This is an optimization exercise on Yosys and OpenROAD, whose aim is small area, not a production implementation.
Function was checked by simulation only, so behaviour that the tests miss may differ from the original.
No activity file was given, so power comes from the tool's default toggle rates.

## the baseline
==> flow/design.v (excerpt) <==
module riscvTop (
   input  logic        CLK,
   input  logic        RSTn,
   output logic        iMemCsn,
   output logic [11:0] iMemAddr,    
   input  logic [31:0] iMemData,
   output logic        dMemCsn,
   output logic [11:0] dMemAddr,    
   output logic [31:0] dMemDout,
   input  logic [31:0] dMemData,
   output logic        dMemWen,
   output logic        rfWe,
   output logic [4:0]  rfRa1,
   output logic [4:0]  rfRa2,
   output logic [4:0]  rfWa,
   input  logic [31:0] rfRd1,
   input  logic [31:0] rfRd2,
   output logic [31:0] rfWd,
   output logic        halt,
   output logic [31:0] numInst
);
Size: about 560 cells after synthesis, ~93 flip-flops, ~270 I/O pins.
clock: 7.0 ns
lec_check: 0
cap_margin: 20
core_margin: 2
core_utilization: 40
cts_buf_list: sky130_fd_sc_hd__clkbuf_8
slew_margin: 20
standard.sh (not shown) runs the stock make flow with config.mk's settings and CLKGATE_MAP_FILE= SYNTH_SCRIPT=/design/flow/synth_recipe.tcl, a recipe that flattens the netlist after the stock synthesis.
==> flow/flow/run.sh <==
#!/bin/bash
# Standard ORFS layout with two changes:
#  - ABC maps the combinational logic for area (flow/abc_area.script) instead
#    of ORFS's delay-oriented script; everything else in synthesis, including
#    the flip-flops and their names, is unchanged;
#  - the port buffers are the smallest buffer (buf_1); the resizer still
#    upsizes any that timing, slew or capacitance need.
set -euo pipefail
rm -rf scripts_local
cp -r "$FLOW_HOME/scripts" scripts_local
cp flow/abc_area.script scripts_local/abc_speed.script
export SCRIPTS_DIR="$PWD/scripts_local"
export BUFFER_PORTS_ARGS="-buffer_cell sky130_fd_sc_hd__buf_1"
bash standard.sh > standard_make.log 2>&1
==> flow/flow/abc_area.script <==
strash
dch
amap
strash
dch -f
amap
topo
stime -c
> inputs changed (the baseline -> the candidate)
==> flow/flow/run.sh <==
#!/bin/bash
# Standard ORFS layout, except that the port buffers are the smallest buffer
# (buf_1) instead of the cell buffer_ports picks by default; the resizer still
# upsizes any of them that timing, slew or capacitance need.
set -euo pipefail
export BUFFER_PORTS_ARGS="-buffer_cell sky130_fd_sc_hd__buf_1"
bash standard.sh > standard_make.log 2>&1
removed: flow/flow/abc_area.script
[summary]
Fraction of the cycle the final worst path needs, the baseline and the candidate, higher one = the baseline.
The via count of the first global-routing pass of the candidate exceeds that of the baseline by 6.8%.
STATUS final worst setup slack: the candidate wins against the baseline
From the baseline to the candidate the numbers moved as follows: multi-input gate share of the layout cell area climbed 8.7 points; synthesis-to-finish area growth dropped 5.5 points; critical path depth fell by about 12%; average wire length per cell after detail routing has increased; clock-pin slew reported for the worst setup and hold paths after clock tree synthesis now sits at about the same level.
Comparing the baseline and the candidate, the higher total global routing track utilization was measured on the baseline.
Taking the baseline as the reference, in the candidate post-route core utilization went down 1.9 points; fraction of standard cell area that is sequential went down 3.6 points.


== oak ==
Another version of the RTL of riscvTop (not shown whole).
For scale: roughly 88 flip-flops, roughly 270 I/O pins, ~5800 um^2 of cells after synthesis.
export LEC_CHECK = 0
export CAP_MARGIN = 5
export CORE_MARGIN = 2
export CORE_UTILIZATION = 40
export CTS_BUF_LIST = sky130_fd_sc_hd__clkbuf_8
export GPL_TIMING_DRIVEN = 0
export SLEW_MARGIN = 5
create_clock -name core_clock -period 7.0 [get_ports {CLK}]
==> flow/flow/run.sh <==
#!/bin/bash
# Standard ORFS layout, except that the port buffers are the smallest buffer
# (buf_1) instead of the cell buffer_ports picks by default; the resizer still
# upsizes any of them that timing, slew or capacitance need.
set -euo pipefail
export BUFFER_PORTS_ARGS="-buffer_cell sky130_fd_sc_hd__buf_1"
bash standard.sh > standard_make.log 2>&1
The final layout from oak, which completed every stage, passed the timing, design-rule and antenna checks at the end of the flow.
Relative to oak, the following input files were edited for pine:
- SLEW_MARGIN now 20, was 5
- CAP_MARGIN now 20, was 5
- GPL_TIMING_DRIVEN no longer set, was 0
[summary]
The higher pre-CTS setup slack came out of pine.
pine against oak; maximum frequency is up slightly.
Sort pine and oak by cell area, descending, and oak comes first.
Comparing the two runs side by side, pine comes out ahead of oak on total internal power.
Diff oak -> pine: total power now sits lower, final worst-path setup slack now sits higher.
Going from oak to pine, the non-filler instance count after layout was found to have gone down by 5.4%.
The following lists how birch was set up differently from pine:
- an added GPL_TIMING_DRIVEN of 0
## What came out
Critical-path maximum fanout was lower in pine than in birch.
Compared with pine, birch shows a lower worst hold slack.
For the routed wire length, birch came in 980 um higher than pine did.
| depth of the worst register-to-register path | lower: birch |
The core box area was comparable across birch and pine.
Logic depth of the worst path, buffers included in birch is 2 above pine.
birch finished every stage and its layout cleared the timing, design-rule and antenna checks.
Delta (birch minus pine): clock insertion delay at the later pin of the skew report roughly the same, number of pins exceeding their max-slew limit in the final report roughly the same.
Edits applied to the flow inputs when going from birch to maple:
- clearing GPL_TIMING_DRIVEN, which used to be 0
==> flow/flow/run.sh <==
#!/bin/bash
# Standard ORFS layout, except: port buffers are the smallest buffer (buf_1),
# and the clock tree is built from one large sink cluster without dummy loads.
set -euo pipefail
export BUFFER_PORTS_ARGS="-buffer_cell sky130_fd_sc_hd__buf_1"
export CTS_ARGS="-sink_clustering_enable -repair_clock_nets -buf_list sky130_fd_sc_hd__clkbuf_16 -sink_clustering_size 100 -sink_clustering_max_diameter 500 -dont_use_dummy_load"
bash standard.sh > standard_make.log 2>&1
Results
maple consumes less power than birch does. On maple: post-route fraction of the period consumed by the critical path is 0.58 points lower than what birch gave. maple completed every stage of the flow, and the final layout passed the timing, design-rule and antenna checks. The via count reported for maple is lower than the one for birch.
The inputs of cedar differ from those of maple as listed below.
==> flow/flow/run.sh <==
#!/bin/bash
# Standard ORFS layout with two changes:
#  - ABC maps the combinational logic for area (flow/abc_area.script) instead
#    of ORFS's delay-oriented script; everything else in synthesis, including
#    the flip-flops and their names, is unchanged;
#  - the port buffers are the smallest buffer (buf_1); the resizer still
#    upsizes any that timing, slew or capacitance need.
set -euo pipefail
rm -rf scripts_local
cp -r "$FLOW_HOME/scripts" scripts_local
cp flow/abc_area.script scripts_local/abc_speed.script
export SCRIPTS_DIR="$PWD/scripts_local"
export BUFFER_PORTS_ARGS="-buffer_cell sky130_fd_sc_hd__buf_1"
bash standard.sh > standard_make.log 2>&1
==> flow/flow/abc_area.script (new file) <==
strash
dch
amap
strash
dch -f
amap
topo
stime -c
==> summary.txt <==
Delta(met3 wire length, cedar - maple) < 0
Cell count: cedar higher than maple
Tap cell instance count for cedar: 6.5% down relative to maple

separate check: timing with driven ports:
Ports are ideal in the flow. The routed layouts listed here were re-timed in OpenROAD.
Step 1 sets driving cells, clkbuf_16 on the clock port and buf_2 on the other inputs (assumed; they add their load-dependent delay and slew).
Step 2, shift: input delay + t, output delay - t, t = (earliest + latest rising clock arrival at the registers) / 2. This alone moves slack from input paths to output paths.
a / b / c = ideal / step 1 / step 2; a / b = the first two.
| run | t, ns | setup slack, ns | worst setup path after step 2 |
|---|---|---|---|
| the baseline | 0.385 | 0.808 / 0.811 / 0.426 | input to register |
| the candidate | 0.401 | 1.192 / 1.207 / 0.805 | input to register |
| oak | 0.403 | 0.310 / 0.300 / -0.103 | input to register |
| pine | 0.397 | 0.371 / 0.364 / -0.033 | input to register |
| birch | 0.408 | 0.305 / 0.291 / -0.117 | input to register |
| maple | 0.382 | 0.346 / 0.341 / -0.040 | input to register |
| cedar | 0.378 | 0.559 / 0.555 / 0.177 | input to register |
Met with ideal ports but missed after step 2: setup timing in oak, pine, birch and maple. The setup slack of birch, which loses most, moves by -0.014 ns with the drivers and by -0.422 ns with both steps.
